This is an optimization exercise on Yosys and OpenROAD, whose aim is small area, a short achievable clock period and few clock cycles per item, not a production implementation. Function was checked by simulation only, so behaviour that the tests miss may differ from the original. Power figures rest on the tool's default switching activity, not on a simulated workload.

**flow/run.sh**
```bash
#!/bin/bash
# synth_recipe.tcl (not shown) runs the flow's synth.tcl, then flattens the netlist and writes it again
# the make line also repeats each setting of config.mk as NAME=value (left out here)
make -C /OpenROAD-flow-scripts/flow DESIGN_CONFIG=/design/flow/config.mk WORK_HOME=/design/flow/orfs CLKGATE_MAP_FILE= SYNTH_SCRIPT=/design/flow/synth_recipe.tcl finish
```
**flow/config.mk**
```make
export PLATFORM = sky130hd
export DESIGN_NAME = ir_pulse_distance_transmitter
export DESIGN_NICKNAME = ir_pulse_distance_transmitter
export VERILOG_FILES = /design/flow/design.v
export SDC_FILE = /design/flow/constraint.sdc
export NUM_CORES = 4
export LEC_CHECK = 0
export CAP_MARGIN = 20
export CORE_MARGIN = 2
export CORE_UTILIZATION = 60
export SETUP_SLACK_MARGIN = 5
export SLEW_MARGIN = 20
```
**flow/constraint.sdc**
```tcl
create_clock -name core_clock -period 8.0 [get_ports {clock}]
set_input_delay 1.6000 -clock core_clock [delete_from_list [all_inputs] [get_ports {clock}]]
set_output_delay 1.6000 -clock core_clock [all_outputs]
set_load 0.01 [all_outputs]
```
**flow/design.v**
```verilog
package ipdt_pkg;
   localparam int FRAME_BITS = 72;
   localparam int BIT_IDX_W  = $clog2(FRAME_BITS + 1);
   localparam int HIGH_BITS  = FRAME_BITS - 64;
   localparam int HALF_W     = 8;
   localparam int CYC_W      = 10;
   localparam int SPACE_W    = 16;
   localparam int CSR_DATA_W = 16;
   localparam int CSR_IDX_W  = 3;
   localparam logic [HALF_W-1:0]  CARRIER_HALF_RST = 8'd13;
   localparam logic [CYC_W-1:0]   LEAD_BURST_RST   = 10'd322;
   localparam logic [SPACE_W-1:0] LEAD_SPACE_RST   = 16'd4500;
   localparam logic [CYC_W-1:0]   BIT_BURST_RST    = 10'd19;
   localparam logic [SPACE_W-1:0] ONE_SPACE_RST    = 16'd1750;
   localparam logic [SPACE_W-1:0] ZERO_SPACE_RST   = 16'd638;
   localparam logic [CYC_W-1:0]   END_BURST_RST    = 10'd19;
   typedef enum logic [CSR_IDX_W-1:0] {
      REG_CARRIER_HALF = 3'd0,
      REG_LEAD_BURST   = 3'd1,
      REG_LEAD_SPACE   = 3'd2,
      REG_BIT_BURST    = 3'd3,
      REG_ONE_SPACE    = 3'd4,
      REG_ZERO_SPACE   = 3'd5,
      REG_END_BURST    = 3'd6
   } csr_index_type;
   typedef enum logic {
      KIND_TICK  = 1'b0,
      KIND_START = 1'b1
   } kind_type;
   typedef enum logic [5:0] {
      PH_IDLE   = 6'b000001,
      PH_LEAD_B = 6'b000010,
      PH_LEAD_S = 6'b000100,
      PH_BIT_B  = 6'b001000,
      PH_BIT_S  = 6'b010000,
      PH_END_B  = 6'b100000
   } phase_type;
endpackage
import ipdt_pkg::*;
module ir_pulse_distance_transmitter (
   input  logic                  clock,
   input  logic                  reset,
   input  logic                  req_valid,
   output logic                  req_ready,
   input  logic                  req_kind,
   input  logic [63:0]           req_frame_low,
   input  logic [HIGH_BITS-1:0]  req_frame_high,
   output logic                  rsp_valid,
   input  logic                  rsp_ready,
   output logic                  rsp_ir_level,
   output logic                  rsp_busy_res,
   output logic                  rsp_frame_done,
   input  logic                  csr_we,
   input  logic [CSR_IDX_W-1:0]  csr_index,
   input  logic [CSR_DATA_W-1:0] csr_wdata
);
   logic [HALF_W-1:0]  half_r;
   logic [CYC_W-1:0]   lb_r, bb_r, eb_r;
   logic [SPACE_W-1:0] ls_r, os_r, zs_r;
   logic lb_nz, ls_nz, bb_nz, os_nz, zs_nz, eb_nz;
   logic wd_nz10, wd_nz16;
   assign wd_nz10 = |csr_wdata[CYC_W-1:0];
   assign wd_nz16 = |csr_wdata[SPACE_W-1:0];
   always_ff @(posedge clock) begin
      if (reset) begin
         half_r <= CARRIER_HALF_RST;
         lb_r   <= LEAD_BURST_RST;
         ls_r   <= LEAD_SPACE_RST;
         bb_r   <= BIT_BURST_RST;
         os_r   <= ONE_SPACE_RST;
         zs_r   <= ZERO_SPACE_RST;
         eb_r   <= END_BURST_RST;
         lb_nz  <= 1'b1;
         ls_nz  <= 1'b1;
         bb_nz  <= 1'b1;
         os_nz  <= 1'b1;
         zs_nz  <= 1'b1;
         eb_nz  <= 1'b1;
      end else if (csr_we) begin
         case (csr_index)
            REG_CARRIER_HALF: half_r <= csr_wdata[HALF_W-1:0];
            REG_LEAD_BURST:   begin lb_r <= csr_wdata[CYC_W-1:0];   lb_nz <= wd_nz10; end
            REG_LEAD_SPACE:   begin ls_r <= csr_wdata[SPACE_W-1:0]; ls_nz <= wd_nz16; end
            REG_BIT_BURST:    begin bb_r <= csr_wdata[CYC_W-1:0];   bb_nz <= wd_nz10; end
            REG_ONE_SPACE:    begin os_r <= csr_wdata[SPACE_W-1:0]; os_nz <= wd_nz16; end
            REG_ZERO_SPACE:   begin zs_r <= csr_wdata[SPACE_W-1:0]; zs_nz <= wd_nz16; end
            REG_END_BURST:    begin eb_r <= csr_wdata[CYC_W-1:0];   eb_nz <= wd_nz10; end
            default: ;
         endcase
      end
   end
   logic ne_one, ne_zero;
   assign ne_one  = bb_nz || os_nz;
   assign ne_zero = bb_nz || zs_nz;
   logic ph_lb, ph_ls, ph_bb, ph_bs, ph_eb, ph_be;    
   logic [17:0] cnt;
   logic        cp;                                    
   logic        lt;                                    
   logic [FRAME_BITS:0] f;
   logic        curbit;                                
   logic        rdy_ff;
   logic        ov, ol, ob, od;                        
   logic        sv, sl, sb, sd;                        
   logic busy, burst, space;
   assign busy  = ph_lb | ph_ls | ph_bb | ph_bs | ph_eb;
   assign burst = ph_lb | ph_bb | ph_eb;
   assign space = ph_ls | ph_bs;
   logic [7:0] lo;
   logic [9:0] hi;
   assign lo = cnt[7:0];
   assign hi = cnt[17:8];
   logic lo_is0, lo_is2, hi_is1, half_end;
   assign lo_is0   = (lo == 8'd0);
   assign lo_is2   = (lo == 8'd2);
   assign hi_is1   = (hi == 10'd1);
   assign half_end = (lo[7:1] == 7'd0);
   logic [17:0] cnt_step;
   logic        cp_step, lt_step;
   assign cnt_step[7:0]  = (burst && half_end) ? half_r : lo - 8'd1;
   assign cnt_step[17:8] = (space ? lo_is0 : (half_end && cp)) ? hi - 10'd1 : hi;
   assign cp_step        = burst && (cp ^ half_end);
   assign lt_step = space ? (lo_is2 && (hi[7:0] == 8'd0))
                          : (hi_is1 && ((lo_is2 && cp) ||
                                        (half_end && !cp && (half_r[7:1] == 7'd0))));
   logic [FRAME_BITS:0] ne;
   always_comb
      for (int i = 0; i <= FRAME_BITS; i++) ne[i] = f[i] ? ne_one : ne_zero;
   logic real0, real7, known, skip1, skip8;
   assign real7 = |f[FRAME_BITS:8];                    
   assign real0 = real7 || (|f[7:1]);                  
   assign known = !real0 || ne[0];                     
   assign skip8 = real7 && !(|ne[7:0]);
   assign skip1 = (busy || ph_be) && !known;
   logic accept, is_tick, is_start, start_idle, start_be;
   assign accept     = req_valid && rdy_ff;
   assign is_tick    = accept && !req_kind;
   assign is_start   = accept && req_kind;
   assign start_idle = is_start && !busy;
   assign start_be   = start_idle && !lb_nz && !ls_nz;
   logic tick_busy, tick_end;
   assign tick_busy = is_tick && busy;
   assign tick_end  = tick_busy && lt;
   logic go_ls, go_bs_cur, go_entry;
   assign go_ls     = ph_lb && ls_nz;
   assign go_bs_cur = ph_bb && (curbit ? os_nz : zs_nz);
   assign go_entry  = (ph_lb && !ls_nz) || ph_ls || (ph_bb && !go_bs_cur) || ph_bs;
   logic be_go, try_enter, enter, go_eb;
   assign be_go     = ph_be && known;
   assign try_enter = (tick_end && go_entry) || be_go;
   assign enter     = try_enter && real0;
   assign go_eb     = try_enter && !real0 && eb_nz;
   logic done_tick;
   assign done_tick = lt && (ph_eb || (go_entry && !real0 && !eb_nz));
   logic        bitsel;
   logic [17:0] cnt_init;
   logic        new_ls, new_bs, lt_init;
   assign new_ls = start_idle ? !lb_nz : go_ls;
   assign new_bs = go_bs_cur || (enter && !bb_nz);
   assign bitsel = go_bs_cur ? curbit : f[0];
   always_comb begin
      if (new_ls)
         cnt_init = {2'b00, ls_r};
      else if (new_bs)
         cnt_init = {2'b00, bitsel ? os_r : zs_r};
      else if (start_idle)
         cnt_init = {lb_r, half_r};
      else if (enter)
         cnt_init = {bb_r, half_r};
      else
         cnt_init = {eb_r, half_r};
   end
   assign lt_init = new_ls ? (ls_r == 16'd1)
                           : (new_bs && (bitsel ? (os_r == 16'd1) : (zs_r == 16'd1)));
   logic n_lb, n_ls, n_bb, n_bs, n_eb, n_be;
   always_comb begin
      n_lb = ph_lb; n_ls = ph_ls; n_bb = ph_bb; n_bs = ph_bs; n_eb = ph_eb; n_be = ph_be;
      if (start_idle) begin
         n_lb = lb_nz;
         n_ls = !lb_nz && ls_nz;
         n_be = !lb_nz && !ls_nz;
      end else if (be_go || tick_end) begin
         n_be = 1'b0;
         n_lb = 1'b0;
         n_ls = go_ls;
         n_bb = enter && bb_nz;
         n_bs = new_bs;
         n_eb = go_eb;
      end
   end
   logic lt_next;
   assign lt_next = (start_idle || be_go || tick_end) ? lt_init
                  : (tick_busy ? lt_step : lt);
   logic shift, known_next;
   assign shift = enter || skip1;
   assign known_next = start_idle ? 1'b0
                     : (shift ? (skip8 && skip1 ? ne[8] : ne[1]) : known);
   logic stall_next;
   assign stall_next = lt_next && (n_ls || n_bs || (n_lb && !ls_nz)) && !known_next;
   logic push, r_l, r_b, r_d, be_busy;
   assign be_busy = real0 || eb_nz;
   assign push = (accept && !start_be) || be_go;
   assign r_l  = tick_busy && burst && !cp;
   assign r_b  = be_go ? be_busy : (busy || is_start);
   assign r_d  = be_go ? !be_busy : (tick_busy && done_tick);
   logic pop, sv_next;
   assign pop     = ov && rsp_ready;
   assign sv_next = (sv || push) && ov && !pop;
   always_ff @(posedge clock) begin
      if (reset) begin
         ph_lb  <= 1'b0;
         ph_ls  <= 1'b0;
         ph_bb  <= 1'b0;
         ph_bs  <= 1'b0;
         ph_eb  <= 1'b0;
         ph_be  <= 1'b0;
         rdy_ff <= 1'b1;
         ov     <= 1'b0;
         sv     <= 1'b0;
      end else begin
         rdy_ff <= !sv_next && !n_be && !stall_next;
         if (!ov || pop) begin
            ov <= sv || push;
            sv <= 1'b0;
         end else if (push) begin
            sv <= 1'b1;
         end
         ph_lb <= n_lb;
         ph_ls <= n_ls;
         ph_bb <= n_bb;
         ph_bs <= n_bs;
         ph_eb <= n_eb;
         ph_be <= n_be;
      end
   end
   always_ff @(posedge clock) begin
      if (!ov || pop) begin
         ol <= sv ? sl : r_l;
         ob <= sv ? sb : r_b;
         od <= sv ? sd : r_d;
      end else if (push && !sv) begin
         sl <= r_l;
         sb <= r_b;
         sd <= r_d;
      end
      if (start_idle || be_go || tick_end) begin
         cnt <= cnt_init;
         cp  <= 1'b0;
      end else if (tick_busy) begin
         cnt <= cnt_step;
         cp  <= cp_step;
      end
      lt <= lt_next;
      if (start_idle) begin
         f <= {1'b1, req_frame_high, req_frame_low};
      end else if (skip1 && skip8) begin
         f <= {8'd0, f[FRAME_BITS:8]};
      end else if (shift) begin
         f <= {1'b0, f[FRAME_BITS:1]};
      end
      if (enter) curbit <= f[0];
   end
   assign req_ready      = rdy_ff;
   assign rsp_valid      = ov;
   assign rsp_ir_level   = ol;
   assign rsp_busy_res   = ob;
   assign rsp_frame_done = od;
endmodule
```
==> flow_results.org, run 1 <==
** Run status
- Result of the run :: timing/DRC/antenna clean

** Synthesis
- The cell area that synthesis handed to floorplanning was 0.01022 mm².
- After Yosys synthesis, XOR and XNOR cells account for under 10% of the synthesized area.
- The netlist uses 58 different library cells.
- Compound-Gate Fraction of Synth Area :: approximately 14%
- By area, the combinational part of the netlist is dominated by simple AND/OR/NAND/NOR gates.
- After synthesis, the largest area contributor takes up 28.49% of total cell area.
- Synthesis inferred 201 register bits.
- For this run, the leading register cell type out of synthesis is dfxtp_1.
- In the post-synthesis netlist, the biggest area contributors are edfxtp_1 28%, dfxtp_1 20%, nand2_1 10%.
- Warnings, synthesis :: 1
- After synthesis, the share of cell area in mux cells is just over 10%.
- Share of the yosys chip area belonging to registers :: 48.86%
- Number of standard cells after synthesis :: 1136
- Mean area per synthesized cell :: around 9 µm²
- The number of nets handed over by synthesis was 1240.
- After Yosys synthesis, and, or, nand and nor cells account for about a fifth of the synthesized area.
- Number of enable-type register cells in the synthesized netlist :: slightly below 100
- Share of synthesized cell area in full adder, half adder and majority cells :: less than 1%
- For this run, asynchronously set or reset flops after synthesis account for 0%.
- Cell taking the most area after synthesis :: edfxtp_1

** STA
- For this run, the top clock speed supported by timing is between 0.3 and 0.4 GHz.
- Sum of negative setup slack :: 0 ns
- Count of final hold-check violations :: 0
- Setup violations remaining at the end of the flow were counted as 0.
- Worst setup slack after layout :: slightly below 5 ns
- Period Utilization, post-route :: a little under two fifths
- The tightest hold path in the finished design has a slack of 0.4552 ns.
- Worst clock skew on the final layout :: 0.01337 ns
- At the pin with the least slew margin, the transition time is about 1.0 ns.
- Setup repair after global routing could not meet its margin everywhere.
- Remaining max-slew budget at the tightest pin :: 30.12%
- Final Slew Violations :: 0
- Clock period minus final worst setup slack :: around 3.1 ns

** Floorplan
- Measured along the y axis, the die boundary spans approximately 130 µm.
- Row generation in the floorplan step produced 47 rows.
- Initial core utilization :: between 60% and 70%
- The die is between 100 and 150 µm wide.
- The floorplan step defined a die boundary enclosing 0.01810 mm².
- Core outline area :: 0.01664 mm²
- between 100 and 150 I/O pins were placed.

** Power
- Ratio of total power to cell area :: around 200 mW/mm²
- Worst IR Drop VDD :: 173.0 µV
- The share of total power dissipated in sequential elements is between 40% and 50%.
- Int Pwr :: 0.001891 W
- For this design the static power due to leakage is roughly 5 nW.
- Logic pwr share :: between 10% and 20%
- Switching power summed over all nets :: ~0.00062 W
- The clock network burns 40.7% of the power.
- Switching power share of the total :: between 20% and 30%

** Clocking
- Clock tree synthesis selected as its root buffer the cell clkbuf_16.
- CTS tree :: built
- Hold buffer count at cts :: 0
- Clock-pin slew was measured on the worst setup and hold paths at 0.06 ns.
- In this run the number of H-tree levels came out at 1.
- The later pin in the worst-skew pair is clocked with a latency of just over 0.5 ns.
- Clock buffer count from CTS :: 22
- Clock tree buffer depth :: 3
- The clock drives approximately 200 sinks.

** Setup path
- Cell repeated most along the worst path :: buf_12
- CP Launch Type :: primary input
- Crit Path Class :: primary input to register
- Cell breakdown of the critical path :: buf_2, and3b_2, o211ai_1, o21a_2, buf_12, a21oi_4, buf_12, mux2i_2, a211o_1, a22oi_1
- R2r worst-path depth :: 7
- Tracing the worst setup path back leads to its startpoint at req_kind.
- The startpoint identified for the worst register-to-register timing path is f[43]$_DFFE_PP_.
- At the worst endpoint, the arrival time is ~3.3 ns.
- For this run, the slowest stage of the critical path takes 0.27 ns.
- Critical-path cell with the highest stage delay :: o21a_2
- The worst setup path is captured at a register.
- Along the worst path, the maximum fanout reaches 11.
- At the worst endpoint, the required time is slightly above 8 ns.

** Global route
- Global Route Usage Sum :: between 30% and 40%
- Number of antenna violations at the first check in global routing :: 0
- Global routing consumed, on the met1 layer, 40.41% of the routing resources.
- For this run, global-route usage on met2 was measured as a little over half.
- Largest net degree at the start of global routing :: roughly 100
- GRT Residual Overflow :: 0
- The layer flagged by global routing as most heavily used is met2.
- The first global-routing pass estimated 44990 µm of wire.
- Met3 Usage GRT :: approximately 3.6%
- Via count of the first global-routing pass :: between 8000 and 9000

** Detailed routing
- After detailed routing, the average wire length per cell comes to 20.14 µm.
- Routed via count :: between 9000 and 10000
- In this run the remaining antenna-violating nets after routing total 0.
- Via count normalized by instance count :: approximately 6.2
- In the routed design, unresolved DRC markers number 0.
- Length of the first detailed-routing pass in iterations :: 7
- After detailed routing, the total wire length is approximately 30000 µm.
- First-iteration detailed-routing DRC count :: around 800

** Finish
- The repair_antennas step left the layout with diodes totalling 0.
- Once layout is complete, the cells apart from fillers number 1456.
- Layout Area Growth over Synthesis :: 23.94%
- Total Nets Final :: around 1300
- Ratio of cells with drive above 1 in the final layout :: 11.00%
- Layout Utilization :: around three quarters

** Placement
- Routability-driven placement finished with a final weighted congestion of 0.9911.
- Cell total after placement :: ~1400
- Number of buffers inserted by port buffering :: approximately 100
- Worst setup slack before clock tree synthesis :: between 3 and 4 ns
- Detail Placement HPWL :: roughly 19000 µm

** Hold path
- Min-delay worst type :: register to register
- The worst hold path passes through 2 cells.
- The worst hold path begins at lb_r[5]$_SDFFE_PP0P_.

** Flow run
- Maximum capacitance violations :: 0
cell families after synthesis:
group | after synthesis
AO/OA/AOI/OAI | 242
XOR/XNOR | 12
adder cells (fa/ha/maj) | 7
buffers and inverters | 88
flip-flops | 201
multiplexers | 104
AND/OR/NAND/NOR | 482
critical path: cells and delay by family:
kind	cells	cell delay, ns
compound gates	5	0.77
buf+inv	3	0.40
mux	1	0.26
simple gates	1	0.24
layout by cell type, fill, tap and decap left out, types with 6 or more instances in the layout:
cell,netlist,final
a31oi_1,11,11
nor4_1,29,20
buf_12,0,8
dlygate4sd2_1,0,9
nor3_1,19,15
inv_1,12,12
o21ai_0,77,74
mux2i_1,99,95
ha_1,7,7
o211ai_1,15,15
clkbuf_8,0,7
nor2_1,65,60
nand2_1,281,279
a21oi_1,66,64
clkdlybuf4s50_1,0,88
edfxtp_1,97,97
a22oi_1,8,7
clkbuf_16,0,27
nand3_1,37,35
nand4_1,8,8
o21ai_1,17,17
buf_4,2,20
dfxtp_1,104,104
a211o_1,8,8
a221oi_2,0,6
xnor2_1,9,9
nor2b_1,6,6
sequential cells by signal (all words and copies together), names as in the netlist, 8 cells and up:
signal and cells:
lb_r 10, zs_r 16, cnt 18, eb_r 10, ls_r 16, bb_r 10, half_r 8, f 73
os_r 16
final cells by class:
cell class	count	area (µm²)
inverter	12	45.04
clock buffer	36	720.7
timing repair buffer	134	1418
sequential	201	4995
clock inverter	4	22.52
fill	1226	3973
multi-input combinational	849	5194
tap	220	275.3
path summary, 6_finish.rpt:
path / endpoint / slack [ns]
setup / recovery: cnt[14]$_DFFE_PP_ / 4.95
hold / removal: lb_r[5]$_SDFFE_PP0P_ / 0.46
setup reg to reg: f[3]$_DFFE_PP_ / 5.06
hold reg to reg: lb_r[5]$_SDFFE_PP0P_ / 0.46
timing repair:
| item | CTS | global route |
|---|---|---|
| gates resized for setup | 54 | 24 |
| endpoints found under the hold margin | 0 | 0 |
| setup endpoints to repair | 217 | 187 |
| buffers inserted | 19 | 2 |
| cloned | 3 | 3 |
| pin swaps | 14 | 10 |
synthesized netlist by cell type, types with 3 or more instances:
library cell and n:
and2_1 3, nand2b_1 5, mux2_2 5, or4_1 6
clkbuf_1 55, nor2_1 65, o21a_1 3, nor3_1 19
edfxtp_1 97, nor4b_1 5, or3_1 4, a211o_1 8
buf_1 3, a211oi_1 7, a21oi_1 66, a31oi_1 11
a221oi_1 9, o2111ai_1 4, buf_2 9, o21ai_0 77
nor4_1 29, nand3_1 37, buf_8 6, o211ai_1 15
a21o_1 4, nand4_1 8, nand2_1 281, a22oi_1 8
inv_1 12, o21ai_1 17, mux2i_1 99, ha_1 7
xnor2_1 9, dfxtp_1 104, xor2_1 3, nor2b_1 6
and3_1 5
metal layers:
metal | vias to the layer above | part of all wire, %
li1 | 4265 | -
met1 | 4284 | 40
met2 | 389 | 50
met3 | 67 | 6.7
met4 | 0 | 2.8
met5 | - | 0
power groups by stage:
stage	logic [W]	clock network, W	registers [W]
floorplan	0.000170	0	0.00120
global placement	0.000264	0	0.00121
detailed placement	0.000268	0	0.00121
CTS	0.000280	0.00103	0.00119
global route	0.000319	0.00106	0.00120
finish	0.000293	0.00102	0.00120
metrics by stage:
| step | cell area (µm²) | power [W] |
|---|---|---|
| after detailed placement | 11340 | 0.001481 |
| after global routing | 12670 | 0.002581 |
| after global placement | 11340 | 0.001476 |
| after CTS | 12470 | 0.002500 |
| final | 12670 | 0.002509 |
| after floorplan | 10400 | 0.001367 |
Testbench counts, summed over its fixed seeds: cycles 48,765, beats 48,704.
==> run 2: changes to the inputs <==
--- a/flow/config.mk
+++ b/flow/config.mk
@@ -8,5 +8,5 @@
 export CAP_MARGIN = 20
 export CORE_MARGIN = 2
-export CORE_UTILIZATION = 60
+export CORE_UTILIZATION = 50
 export SETUP_SLACK_MARGIN = 5
 export SLEW_MARGIN = 20
==> run 2 against run 1 <==
Compared with the run above:
- routed wire length is 6.5% higher
- largest power group unchanged
- setup slack worse by 0.026 ns
- non-clock buffer count is 17 higher
- core utilization is 12 points lower
- critical path depth is 5 lower
- flip-flop and latch count stayed put
- synthesized cell count stayed put
- combinational power is 3% higher
- highest routed layer unchanged
- register-to-register slack worse by 0.02 ns
- die area is 19% higher
- clock-buffer cell count is 5 lower
==> flow_results.org, run 2 <==
** Run status
- The run finished with no timing, DRC or antenna violations.

** Placement
- The quantity of I/O buffers inserted on ports came to 101 (unchanged).
- Worst setup slack before clock tree synthesis :: 3.544 ns (+0.3325 ns)
- Detail Placement HPWL :: 20110 µm (+6.4%)
- GPL Wtd Cong :: 0.8478 (-14%)
- The cell count after placement came to 1441 (+3.7%).

** Global route
- Wire length of the first global-routing pass :: 48100 µm (+6.9%)
- The via count of the first global-routing pass came to 8630 (+1.9%).
- The initial antenna violation count was 0 (unchanged).
- GRT Residual Overflow :: 0 (unchanged)
- The combined global-route utilization of all metal layers was 28.04% (-3.1 points).
- The maximum number of pins on one net before global-route repair is 74 (-28%).

** STA
- The post-route fraction of the period consumed by the critical path came to 38.47% (+0.33 points).
- Worst setup slack after layout :: 4.922 ns (-0.02606 ns)
- Maximum operating frequency :: 0.3249 GHz (-0.85%)
- The pin slew with the least headroom to its limit was 1.073 ns (+0.02723 ns).
- Final setup vio count :: 0 (unchanged)
- The minimum clock period was 3.078 ns (+0.02606 ns).
- The worst clock skew came to 0.007311 ns (-0.006055 ns).
- The worst slew margin relative to its limit is 28.06% (-2.1 points).
- The total negative slack is 0 ns (unchanged).
- The max-slew violation total from the final report came to 0 (unchanged).
- The final hold violation count was 0 (unchanged).
- RSZ-0062 raised after global routing :: yes

** Detailed routing
- Length of the first detailed-routing pass in iterations :: 5 (-2)
- Routed via count :: 8906 (-1.1%)
- First-iteration detailed-routing DRC count :: 584 (-25%)
- The average detailed-routed wire length per instance came to 20.47 µm (+1.6%).
- The detailed-routed wire length on met2 was 15440 µm (+5.0%).
- The detailed route wirelength on metal3 came to 1802 µm (-8.2%).
- The sum of routed wire segments on met1 came to 13120 µm (+11%).
- The number of remaining DRC errors was 0 (unchanged).
- The post-detailed-routing wire length was 31240 µm (+6.5%).
- The number of routed nets with antenna violations was 0 (unchanged).
- The detailed router used layers up to and including met4.
- The via density per instance was 5.836 (-5.6%).

** Floorplan
- Die area :: 0.02160 mm² (+19%)
- Chip height :: 147.0 µm (+9.3%)
- The core box area is 0.02017 mm² (+21%).
- Top-level I/O count :: 102 (unchanged)
- The effective utilization at floorplan came to 50.68% (-11 points).
- The width of the chip was 147.0 µm (+9.3%).
- The row count was 52 (+11%).

** Synthesis
- Number of storage elements in the synthesis netlist :: 201 (unchanged)
- Syn nets :: 1240 (unchanged)
- Mean area per synthesized cell :: 8.999 µm² (unchanged)
- Summed over all instances, the cell type with the most area after synthesis is edfxtp_1.
- Share of the yosys chip area belonging to registers :: 48.86% (unchanged)
- The number of cells produced by synthesis is 1136 (unchanged).
- The share of flip-flops with an asynchronous set or reset is 0% (unchanged).
- Count of distinct cell types in the synthesized netlist :: 58 (unchanged)
- Most frequent cell after synthesis :: nand2_1
- Sorting the synthesized cells by how often they occur yields 281 x nand2_1, 104 x dfxtp_1, 99 x mux2i_1.
- Warnings, synthesis :: 1 (unchanged)
- Top cells by area, synth :: edfxtp_1 28%, dfxtp_1 20%, nand2_1 10%
- The mapped cell area was 0.01022 mm² (unchanged).
- Ys flop type :: dfxtp_1
- The fraction of synthesized cell area taken by the top area cell type was 28.49% (unchanged).
- Number of enable-type register cells in the synthesized netlist :: 97 (unchanged)

** Finish
- The number of inserted diodes came to 0 (unchanged).
- The largest registers in the layout are f: 73 flops, cnt: 18 flops.
- Top register by number of flip-flops :: f
- Total Nets Final :: 1345 (+1.6%)
- The flip-flop count of the largest register, all copies and words added came to 73 (unchanged).
- Ratio of cells with drive above 1 in the final layout :: 13.22% (+2.2 points)
- Leading cell type in the layout, fill and taps excluded :: nand2_1
- Top library cells by usage in the layout, fill and taps aside :: 278 x nand2_1, 103 x dfxtp_1, 98 x mux2i_1, 97 x edfxtp_1, 85 x clkdlybuf4s50_1
- The final instance count without filler cells is 1526 (+4.8%).
- From synthesis to final layout, the design area changed by 26.79%.

** Clocking
- Clk latency of the worst-skew pair :: 0.51 ns (about the same)
- Clk root buf :: clkbuf_16
- CTS tree :: built
- Clock buffer count from CTS :: 23 (+4.5%)
- The clock sink total came to 201 (unchanged).
- CTS clk-pin slew, worst paths :: 0.06 ns (about the same)
- The deepest level of the CTS H-tree came to 1 (unchanged).
- Clock tree buffer depth :: 3 (unchanged)

** Setup path
- Required time of the worst setup path :: 8.38 ns (+0.13 ns)
- STA classifies the critical path endpoint as a register.
- Maximum net fanout on the critical path :: 8 (-3)
- The worst setup path is of the primary input to register kind.
- The critical path data arrival time is 3.45 ns (+0.15 ns).
- The startpoint identified for the worst register-to-register timing path is f[69]$_DFFE_PP_.
- STA classifies the critical path startpoint as a primary input.
- Register-to-register path setup slack :: 5.04 ns (-0.02 ns)
- R2r worst-path depth :: 8 (+1)
- The worst register-to-register path ends at f[22]$_DFFE_PP_.

** Power
- The maximum ir drop on the vdd rail is 190.6 µV (+10%).
- The total power of the final layout came to 0.002552 W (+1.7%).
- The leakage power of the design is 5.095 nW (+2.3%).
- Ratio of total power to cell area :: 196.9 mW/mm² (-0.56%)

** Hold path
- Beginning of the worst hold path :: lb_r[9]$_SDFFE_PP0P_
- The path with the worst hold slack has its endpoint at lb_r[9]$_SDFFE_PP0P_.
- The min-delay analysis places its worst path in the category register to register.
- The hold path depth is 2 (unchanged).

** Flow run
- Maximum capacitance violations :: 0 (unchanged)
[run 2: cell counts after synthesis]
No cell type changed its count.
[run 2: kinds of logic (layout without fill, tap and decap cells)]
| group | after synthesis | in the layout | synth area share (%) |
|---|---|---|---|
| xor+xnor | 12 | 12 | 1.028 |
| fa+ha+maj | 7 | 7 | 0.8568 |
| simple gates | 482 | 485 | 20.86 |
| flops | 201 | 201 | 48.86 |
| mux | 104 | 104 | 10.24 |
| buf+inv | 88 | 203 | 4.088 |
| compound gates | 242 | 244 | 14.06 |
[run 2: worst max path at each step]
stage | startpoint | end | slack, ns | cells past startpoint
floorplan | req_kind | f[0]$_DFFE_PP_ | 4.02 | 6
global placement | req_valid | cnt[15]$_DFFE_PP_ | 3.58 | 8
detailed placement | req_valid | cnt[13]$_DFFE_PP_ | 3.54 | 8
CTS | csr_index[2] | half_r[3]$_SDFFE_PP1P_ | 4.91 | 5
global route | csr_index[2] | half_r[2]$_SDFFE_PP1P_ | 4.77 | 5
finish | csr_index[2] | half_r[3]$_SDFFE_PP1P_ | 4.92 | 5
[run 2: power by group]
group          internal (W)  leakage (nW)  switching (W)  total (W)
logic              0.000137          2.98       0.000166   0.000303
registers           0.00115          1.75      0.0000517    0.00120
clock network      0.000621         0.360       0.000430    0.00105
[run 2: per-stage QoR]
stage / util, % / hold slack [ns] / instance area [µm²]
2_1_floorplan: - / 0.4318 / 10400
3_3_place_gp: 56.63 / 0.4498 / 11420
3_5_place_dp: 56.64 / 0.4521 / 11420
4_1_cts: 62.53 / 0.4598 / 12610
5_1_grt: 64.26 / 0.4865 / 12960
6_report: 64.26 / 0.4608 / 12960
[run 2: area by class of cell]
cell class,count,area [µm²]
Clock buffer,31,633.1
Inverter,12,45.04
Clock inverter,9,106.4
Multi-Input combinational cell,852,5271
Tap cell,270,337.8
Timing Repair Buffer,151,1572
Fill cell,1720,7208
Sequential cell,201,4996
[run 2: repair_timing]
action / CTS / global route
setup endpoints to repair: 230 / 169
pin swaps: 12 / 25
buffers inserted: 24 / 11
gates resized for setup: 55 / 50
gates cloned: 7 / 3
hold buffers: 0 / 0
hold endpoints to repair: 0 / 0
[run 2: metal layers]
metal	GRT usage, %	vias to the layer above
li1	-	4310
met1	36.77	4236
met2	48.43	302
met3	3.447	58
met4	9.375	0
met5	0	-
[run 2: critical path, cell delays in order]
cell and delay [ns]:
clkdlybuf4s50_1 0.47, nand2b_1 0.22, nor3_2 0.82, mux2i_1 0.27, nand2_1 0.07
==> run 3: changes to the inputs <==
==> flow/flow/run.sh (new file) <==
#!/bin/bash
# Layout flow: the standard ORFS flow (standard synthesis unchanged), with the I/O port
# buffers made of plain buffers (sky130_fd_sc_hd__buf_2) instead of the cell buffer_ports
# picks by default (a delay buffer). Every port still gets its own buffer.
set -euo pipefail
bash standard.sh "BUFFER_PORTS_ARGS=-buffer_cell sky130_fd_sc_hd__buf_2" finish > flow_orfs.log 2>&1
==> flow/standard.sh (new file) <==
#!/bin/bash
# synth_recipe.tcl (not shown) runs the flow's synth.tcl, then flattens the netlist and writes it again
# the make line also repeats each setting of config.mk as NAME=value (left out here)
make -C /OpenROAD-flow-scripts/flow DESIGN_CONFIG=/design/flow/config.mk WORK_HOME=/design/flow/orfs CLKGATE_MAP_FILE= SYNTH_SCRIPT=/design/flow/synth_recipe.tcl "${@:-finish}"
removed: flow/run.sh
==> run 3 against run 2 <==
Compared with the run above:
- still clean
- setup slack worse by 0.014 ns
- combinational power decreased by 9.2%
- clock-buffer cell count grew 4
- hold slack worse by 0.0070 ns
- synthesized area unchanged
- cell count shrank 0.92%
- die area unchanged
- clock power grew 6%
- non-clock buffer count shrank 18
- maximum frequency shrank 0.44%
- flip-flop and latch count stayed put
- core utilization down 3.2 points
- largest power group unchanged
==> flow_results.org, run 3 <==
** Run status
- The flow ran to the end and the layout has no timing, DRC or antenna violations.

** STA
- Worst setup slack after layout :: 4.909 ns (-0.01375 ns)
- The count of final setup violators is 0 (unchanged).
- Sum of negative setup slack :: 0 ns (unchanged)
- The final worst hold slack was 0.4539 ns (-0.006956 ns).
- Maximum operating frequency :: 0.3235 GHz (-0.44%)
- The pin slew with the least headroom to its limit is 1.065 ns (-0.007926 ns).
- Remaining max-slew budget at the tightest pin :: 28.72% (+0.66 points)
- Setup repair after global routing could not meet its margin everywhere.
- The worst clock skew is 0.02158 ns (+0.01427 ns).
- Final Slew Violations :: 0 (unchanged)
- The minimum clock period is 3.091 ns (+0.01375 ns).
- The post-route fraction of the period consumed by the critical path was 38.64% (+0.17 points).
- The final hold violation count was 0 (unchanged).

** Floorplan
- Top-level I/O count :: 102 (unchanged)
- Initial core utilization :: 50.68% (unchanged)
- The row count was 52 (unchanged).
- The height of the chip came to 147.0 µm (unchanged).
- The width of the chip came to 147.0 µm (unchanged).
- The core box area was 0.02017 mm² (unchanged).
- The area enclosed by the die boundary was 0.02160 mm² (unchanged).

** Synthesis
- Share of the yosys chip area belonging to registers :: 48.86% (unchanged)
- The share of flip-flops with an asynchronous set or reset came to 0% (unchanged).
- Netlist area before placement :: 0.01022 mm² (unchanged)
- Mean area per synthesized cell :: 8.999 µm² (unchanged)
- The flip-flop and latch count after synthesis is 201 (unchanged).
- Count of distinct cell types in the synthesized netlist :: 58 (unchanged)
- nand2_1 is the most common cell in the netlist.
- List of most frequent post-synthesis cells :: 281 x nand2_1, 104 x dfxtp_1, 99 x mux2i_1
- Number of standard cells after synthesis :: 1136 (unchanged)
- The number of synthesis warnings came to 1 (unchanged).
- Top cells by area, synth :: edfxtp_1 28%, dfxtp_1 20%, nand2_1 10%
- The fraction of synthesized cell area taken by the top area cell type is 28.49% (unchanged).
- Number of enable-type register cells in the synthesized netlist :: 97 (unchanged)
- Of all cell types, the one taking the most synthesized area is edfxtp_1.
- Ys flop type :: dfxtp_1
- The synthesized netlist net count was 1240 (unchanged).

** Global route
- Wire length of the first global-routing pass :: 45510 µm (-5.4%)
- The via count of the first global-routing pass was 8231 (-4.6%).
- The aggregate global routing overflow was 0 (unchanged).
- Largest net degree at the start of global routing :: 79 (+6.8%)
- The combined global-route utilization of all metal layers was 26.46% (-1.6 points).
- Number of antenna violations at the first check in global routing :: 0 (unchanged)

** Setup path
- The maximum fanout along the worst path was 8 (unchanged).
- Required time of the worst setup path :: 8.27 ns (-0.11 ns)
- Cell breakdown of the critical path :: buf_6, and3b_2, o211ai_1, o21a_2, a21oi_4, buf_12, mux2i_2, a211o_1, a22oi_2
- Data arrival, critical path :: 3.36 ns (-0.09 ns)
- Largest stage delay on the critical path :: 0.29 ns (-0.53 ns)
- Critical-path cell with the highest stage delay :: o21a_2
- Nature of the critical path endpoint :: register
- CP Launch Type :: primary input
- Crit Path Class :: primary input to register

** Finish
- Post-Layout Cell Count :: 1512 (-0.92%)
- From synthesis to final layout, the design area changed by 20.53%.
- The net count of the finished layout came to 1328 (-1.3%).
- The final standard cell utilization of the core came to 61.09% (-3.2 points).
- Registers with the most flip-flops :: f: 73 flops, cnt: 18 flops
- The fraction of layout instances using a drive strength above 1 is 19.32% (+6.1 points).
- Number of fillers in the final layout :: 1819 (+5.8%)
- Top register by number of flip-flops :: f
- The top cell types in the final layout, fill and taps aside, are 278 x nand2_1, 104 x dfxtp_1, 101 x buf_2, 97 x edfxtp_1, 92 x mux2i_1.
- The flip-flop count of the largest register, all copies and words added is 73 (unchanged).
- Antenna diode instance count :: 0 (unchanged)
- Leading cell type in the layout, fill and taps excluded :: nand2_1

** Placement
- The pre-CTS setup slack came to 3.565 ns (+0.02071 ns).
- The placed wire-length estimate came to 19480 µm (-3.1%).
- The quantity of I/O buffers inserted on ports came to 101 (unchanged).
- The cell count after placement was 1441 (unchanged).
- GPL Wtd Cong :: 0.8578 (+1.2%)

** Detailed routing
- Final ANT Viol Nets :: 0 (unchanged)
- Length of routed met2 wiring :: 14230 µm (-7.8%)
- Highest routed metal layer :: met4
- The count of TritonRoute iterations in the first routing pass is 5 (unchanged).
- First-iteration detailed-routing DRC count :: 526 (-9.9%)
- Routed via count :: 8676 (-2.6%)
- Wire length reported by the detailed router :: 29370 µm (-6.0%)
- The detailed route wirelength on metal3 is 1469 µm (-18%).
- The sum of routed wire segments on met1 is 12930 µm (-1.4%).
- Remaining DRCs :: 0 (unchanged)
- Via count normalized by instance count :: 5.738 (-1.7%)
- Wirelength per Cell :: 19.42 µm (-5.1%)

** Clocking
- The number of buffers on the longest clock path is 3 (unchanged).
- The deepest level of the CTS H-tree was 1 (unchanged).
- The number of buffers added to fix hold violations after cts came to 0 (unchanged).
- The cell sitting at the root of the clock tree is a clkbuf_16.
- The clock latency of the later-clocked register in the worst-skew pair was 0.52 ns (about the same).
- CTS clk-pin slew, worst paths :: 0.06 ns (about the same)
- TritonCTS built the clock tree.
- The clock sink total came to 201 (unchanged).
- Clock buffer count from CTS :: 24 (+4.3%)

** Flow run
- The reported max-cap violation count is 0 (unchanged).

** Power
- Ratio of total power to cell area :: 209.6 mW/mm² (+6.5%)
- Leak Pwr :: 4.990 nW (-2.1%)
- Worst IR Drop VDD :: 157.1 µV (-18%)

** Hold path
- Min-delay worst type :: register to register
==> run 3: cell types whose count changed in the layout (fill, tap and decap cells not counted), moves of 4 or more <==
cell | previous run | this run
buf_2 | 2 | 101
buf_4 | 31 | 18
o21ai_2 | 5 | 0
dlygate4sd2_1 | 12 | 0
mux2i_1 | 98 | 92
clkdlybuf4s50_1 | 85 | 0
o21ai_0 | 69 | 74
mux2i_2 | 1 | 5
==> run 3: cells by family after synthesis <==
kind of cell | synth area share [%]
buffers and inverters | 4.088
AOI/OAI and AO/OA | 14.06
adders and majority gates | 0.8568
DFF | 48.86
xor gates and xnor gates | 1.028
muxes | 10.24
and+or+nand+nor | 20.86
==> run 3: final timing paths <==
kind,cells after the start,from,slack [ns],to
worst min register to register,2,bb_r[9]$_SDFFE_PP0P_,0.45,bb_r[9]$_SDFFE_PP0P_
worst max register to register,8,f[71]$_DFFE_PP_,5.09,f[62]$_DFFE_PP_
worst max-delay path,9,req_kind,4.91,cnt[14]$_DFFE_PP_
worst min-delay path,2,bb_r[9]$_SDFFE_PP0P_,0.45,bb_r[9]$_SDFFE_PP0P_
==> run 3: area by class of cell <==
cell class	count	area, µm²	area share (%)
Inverter	12	45.04	0.3656
Tap cell	270	337.8	2.742
Clock buffer	35	681.9	5.535
Timing Repair Buffer	133	880.8	7.149
Sequential cell	201	4995	40.54
Clock inverter	9	128.9	1.046
Multi-Input combinational cell	852	5251	42.62
==> run 3: critical path, delay by kind of cell <==
kind / cells / cell delay, ns
buffers and inverters: 2 / 0.28
multiplexers: 1 / 0.24
AO/OA/AOI/OAI: 5 / 0.96
AND/OR/NAND/NOR: 1 / 0.26
==> run 3: metal layers <==
layer  global-route usage, %  up-vias
li1                        -     4281
met1                   35.87     4108
met5                       0        -
met2                   44.86      242
met3                   3.478       45
met4                   7.356        0
==> run 3: report_power, final <==
| group | switching (W) | internal, W |
|---|---|---|
| sequential | 0.0000485 | 0.00115 |
| combinational | 0.000164 | 0.000110 |
| clock | 0.000426 | 0.000687 |
| total | 0.000639 | 0.00194 |
==> run 3: per-stage QoR <==
step | total power [W] | instance area, µm²
after floorplan | 0.001367 | 10400
after global placement | 0.001456 | 10920
after detailed placement | 0.001459 | 10920
after CTS | 0.002586 | 12050
after global routing | 0.002677 | 12320
final | 0.002582 | 12320
==> run 3: repair_timing <==
action,in CTS,in global routing
gates resized for setup,32,31
buffers inserted,9,10
setup endpoints to repair,177,87
pin swaps,10,16
gates cloned,5,3
==> run 4: changes to the inputs <==
--- a/flow/config.mk
+++ b/flow/config.mk
@@ -8,5 +8,5 @@
 export CAP_MARGIN = 20
 export CORE_MARGIN = 2
-export CORE_UTILIZATION = 50
+export CORE_UTILIZATION = 60
 export SETUP_SLACK_MARGIN = 5
 export SLEW_MARGIN = 20
==> run 4 against run 3 <==
Compared with the run above:
- clock skew down 0.0054 ns
- synthesized area unchanged
- first-iteration DRC count up 29%
- clock-buffer cell count up 2
- combinational power down 3%
- cell area down 0.73%
- via count up 3.2%
- largest cell class unchanged
- largest power group unchanged
==> flow_results.org, run 4 <==
** Run status
- The run finished with no timing, DRC or antenna violations.

** STA
- Setup repair after global routing could not meet its margin everywhere.
- The minimum clock period came to 3.100 ns (+0.008800 ns).
- Final setup vio count :: 0 (unchanged)
- Actual slew at the worst max-slew pin :: 1.309 ns (+0.2441 ns)
- Worst clock skew on the final layout :: 0.01615 ns (-0.005422 ns)
- The achievable frequency was 0.3226 GHz (-0.28%).
- The final hold violation count is 0 (unchanged).
- Period Utilization, post-route :: 38.75% (+0.11 points)
- The max-slew violation total from the final report came to 0 (unchanged).
- Worst setup slack after layout :: 4.900 ns (-0.008800 ns)
- The total negative slack came to 0 ns (unchanged).
- The worst slew margin relative to its limit is 12.53% (-16 points).

** Power
- Power after layout :: 0.002466 W (-4.5%)
- Worst IR Drop VDD :: 213.5 µV (+36%)
- Leak Pwr :: 4.958 nW (-0.65%)
- Ratio of total power to cell area :: 201.6 mW/mm² (-3.8%)

** Finish
- Total Nets Final :: 1329 (+0.075%)
- Layout Utilization :: 73.49% (+12 points)
- The largest registers in the layout are f: 73 flops, cnt: 18 flops.
- Leaving out fill and tap cells, the most frequent cells in the layout are 279 x nand2_1, 104 x dfxtp_1, 99 x buf_2, 97 x edfxtp_1, 92 x mux2i_1.
- FF/Latch Area :: 0.004995 mm² (unchanged)
- Ratio of cells with drive above 1 in the final layout :: 19.26% (-0.065 points)
- Flip-flop count of the largest register after layout :: 73 (unchanged)
- Number of fillers in the final layout :: 1296 (-29%)
- Final design area excluding fillers :: 0.01223 mm² (-0.73%)
- The total area of multi-input combinational cells is 0.005231 mm² (-0.38%).
- Antenna diode instance count :: 0 (unchanged)
- Top register by number of flip-flops :: f
- Relative to the synthesized area, the layout overhead comes to 19.65%.
- The library cell used most frequently in the layout, excluding fill and tap cells, is nand2_1.

** Synthesis
- Count of distinct cell types in the synthesized netlist :: 58 (unchanged)
- Number of standard cells after synthesis :: 1136 (unchanged)
- Top cells by area, synth :: edfxtp_1 28%, dfxtp_1 20%, nand2_1 10%
- The count of flip-flops with a built-in enable after synthesis was 97 (unchanged).
- The mapped cell area was 0.01022 mm² (unchanged).
- Most frequent cell after synthesis :: nand2_1
- List of most frequent post-synthesis cells :: 281 x nand2_1, 104 x dfxtp_1, 99 x mux2i_1
- Syn nets :: 1240 (unchanged)
- The fraction of synthesized cell area taken by the top area cell type was 28.49% (unchanged).
- The part of the Yosys area used for sequential elements was 48.86% (unchanged).
- Warnings, synthesis :: 1 (unchanged)
- The most used flip-flop cell after synthesis is dfxtp_1.
- Share of flip-flops with an asynchronous set or reset after synthesis :: 0% (unchanged)
- The flip-flop and latch count after synthesis is 201 (unchanged).
- Mean area per synthesized cell :: 8.999 µm² (unchanged)
- The largest total area in the synthesized netlist belongs to edfxtp_1.

** Detailed routing
- Via count normalized by instance count :: 6.126 (+6.8%)
- Remaining DRCs :: 0 (unchanged)
- The detailed-routed wire length on met2 came to 14110 µm (-0.84%).
- The number of DRC markers after the initial detailed-route iteration was 678 (+29%).
- Final ANT Viol Nets :: 0 (unchanged)
- The post-detailed-routing wire length came to 28570 µm (-2.7%).
- The detailed route wirelength on metal3 was 1897 µm (+29%).
- Highest routed metal layer :: met4
- Length of the first detailed-routing pass in iterations :: 5 (unchanged)
- Routed via count :: 8950 (+3.2%)
- The average detailed-routed wire length per instance came to 19.56 µm (+0.70%).
- Met1 routed wirelength after detailed routing :: 11650 µm (-9.9%)

** Setup path
- In this run the worst setup path begins at req_kind.
- The critical path data arrival time is 3.35 ns (about the same).
- The depth of the worst register-to-register path was 8 (unchanged).
- Register-to-register path setup slack :: 5.07 ns (-0.02 ns)
- The worst setup path is captured at a register.
- Maximum net fanout on the critical path :: 5 (-3)
- Endpoint of the worst-slack reg-to-reg timing path :: cnt[9]$_DFFE_PP_
- Crit path capture :: cnt[9]$_DFFE_PP_
- The worst setup path is of the primary input to register kind.
- The worst register-to-register path begins at f[37]$_DFFE_PP_.
- CP Launch Type :: primary input
- The data required time of the critical path is 8.25 ns (-0.02 ns).

** Clocking
- Clk latency of the worst-skew pair :: 0.51 ns (about the same)
- Number of clock sinks seen by CTS :: 201 (unchanged)
- Clock buffer count from CTS :: 22 (-8.3%)
- The clock transition at the register clock pins on the worst setup and hold paths after CTS came to 0.06 ns (about the same).
- The deepest level of the CTS H-tree was 1 (unchanged).
- Clk root buf :: clkbuf_16
- CTS tree :: built
- Clock tree buffer depth :: 3 (unchanged)

** Placement
- The quantity of I/O buffers inserted on ports is 101 (unchanged).
- The placement-stage cell area was 0.01084 mm² (-0.71%).
- GPL Wtd Cong :: 0.9576 (+12%)
- Worst setup slack before clock tree synthesis :: 3.605 ns (+0.04055 ns)
- Detail Placement HPWL :: 18640 µm (-4.3%)

** Floorplan
- The height of the chip was 134.5 µm (-8.5%).
- Core outline area :: 0.01664 mm² (-17%)
- The effective utilization at floorplan is 61.42% (+11 points).
- Rows :: 47 (-9.6%)
- Top-level I/O count :: 102 (unchanged)
- Die area :: 0.01810 mm² (-16%)
- Die X :: 134.5 µm (-8.5%)

** Global route
- Largest net degree at the start of global routing :: 110 (+39%)
- Wire length of the first global-routing pass :: 43660 µm (-4.1%)
- The aggregate global routing overflow was 0 (unchanged).
- Via count of the first global-routing pass :: 8129 (-1.2%)
- The initial antenna violation count was 0 (unchanged).
- The combined global-route utilization of all metal layers was 30.56% (+4.1 points).

** Hold path
- The worst hold path begins at bb_r[5]$_SDFFE_PP0P_.
- Min-delay worst type :: register to register

** Flow run
- The reported max-cap violation count came to 0 (unchanged).
## run 4: where the power goes
group	switching, W	internal, W
combinational	0.000160	0.000107
clock	0.000409	0.000595
sequential	0.0000490	0.00115
## run 4: worst min-delay path by stage
stage,end,slack [ns],depth (start not counted)
final,bb_r[5]$_SDFFE_PP0P_,0.46,2
after floorplan,eb_r[8]$_SDFFE_PP0P_,0.43,2
after CTS,eb_r[9]$_SDFFE_PP0P_,0.45,2
after global placement,eb_r[3]$_SDFFE_PP0P_,0.44,2
after global routing,lb_r[7]$_SDFFE_PP0P_,0.48,2
after detailed placement,eb_r[9]$_SDFFE_PP0P_,0.45,2
## run 4: routing by layer
layer,track usage [%],vias up
li1,-,4275
met2,53.63,382
met1,39.82,4232
met5,0.2778,-
met3,3.866,61
met4,8.947,0
## run 4: logic make-up (layout without fill, tap and decap cells)
logic type	after synthesis	after routing	synth area share, %
DFF	201	201	48.86
AOI/OAI and AO/OA	242	243	14.06
and+or+nand+nor	482	482	20.86
adders and majority gates	7	7	0.8568
buffers and inverters	88	192	4.088
xor gates and xnor gates	12	12	1.028
muxes	104	104	10.24
## run 4: what timing repair did
action	in CTS	in global routing
buffers inserted	10	19
gates cloned	2	1
resized for setup	28	55
endpoints found under the setup margin	182	165
hold buffers	0	0
pin swaps	6	30
## run 4: final cells by class
cell class / count / share of cell area [%]
Clock buffer: 37 / 5.729
Clock inverter: 3 / 0.1125
Inverter: 12 / 0.3683
Multi-Input combinational cell: 848 / 42.77
Sequential cell: 201 / 40.84
Tap cell: 220 / 2.251
Timing Repair Buffer: 140 / 7.928
## run 4: critical path: stages
cell and delay [ns]:
buf_6 0.09, and3b_2 0.23, o211ai_1 0.15, o21a_2 0.29
buf_6 0.13, a21oi_4 0.14, buf_12 0.15, buf_12 0.11
mux2i_4 0.24, a211o_1 0.17, a22oi_2 0.06
## run 4: metrics by stage
stage,hold slack [ns],cells
2_1_floorplan,0.4318,1136
3_3_place_gp,0.4414,1389
3_5_place_dp,0.4465,1389
4_1_cts,0.4547,1441
5_1_grt,0.4826,1461
6_report,0.4568,1461

port drivers added, routing unchanged:
The results above use ideal ports. As a check the final layouts listed here were re-extracted and re-timed, cells and wires unchanged. Step 1, drivers: a clkbuf_16 drives clock and a buf_2 each remaining input, both assumed. Step 2 times the ports against the registers' clock, not the clock port: input delays grow and output delays shrink by t, the midpoint of the rising clock arrivals with the driver on. Three values: no drivers, after step 1, after step 2; two values: the first two.
run	t, ns	setup slack, ns	worst slew at a driven data input, ns
run 1	0.545	4.948 / 4.974 / 4.429	0.06
run 2	0.554	4.922 / 4.932 / 4.379	0.07
run 3	0.562	4.909 / 4.925 / 4.363	0.04
run 4	0.548	4.900 / 4.914 / 4.366	0.04
After both steps setup and hold are still met in every run listed. The setup slack of run 3, which loses most, moves by +0.016 ns with the drivers and by -0.546 ns with both steps.
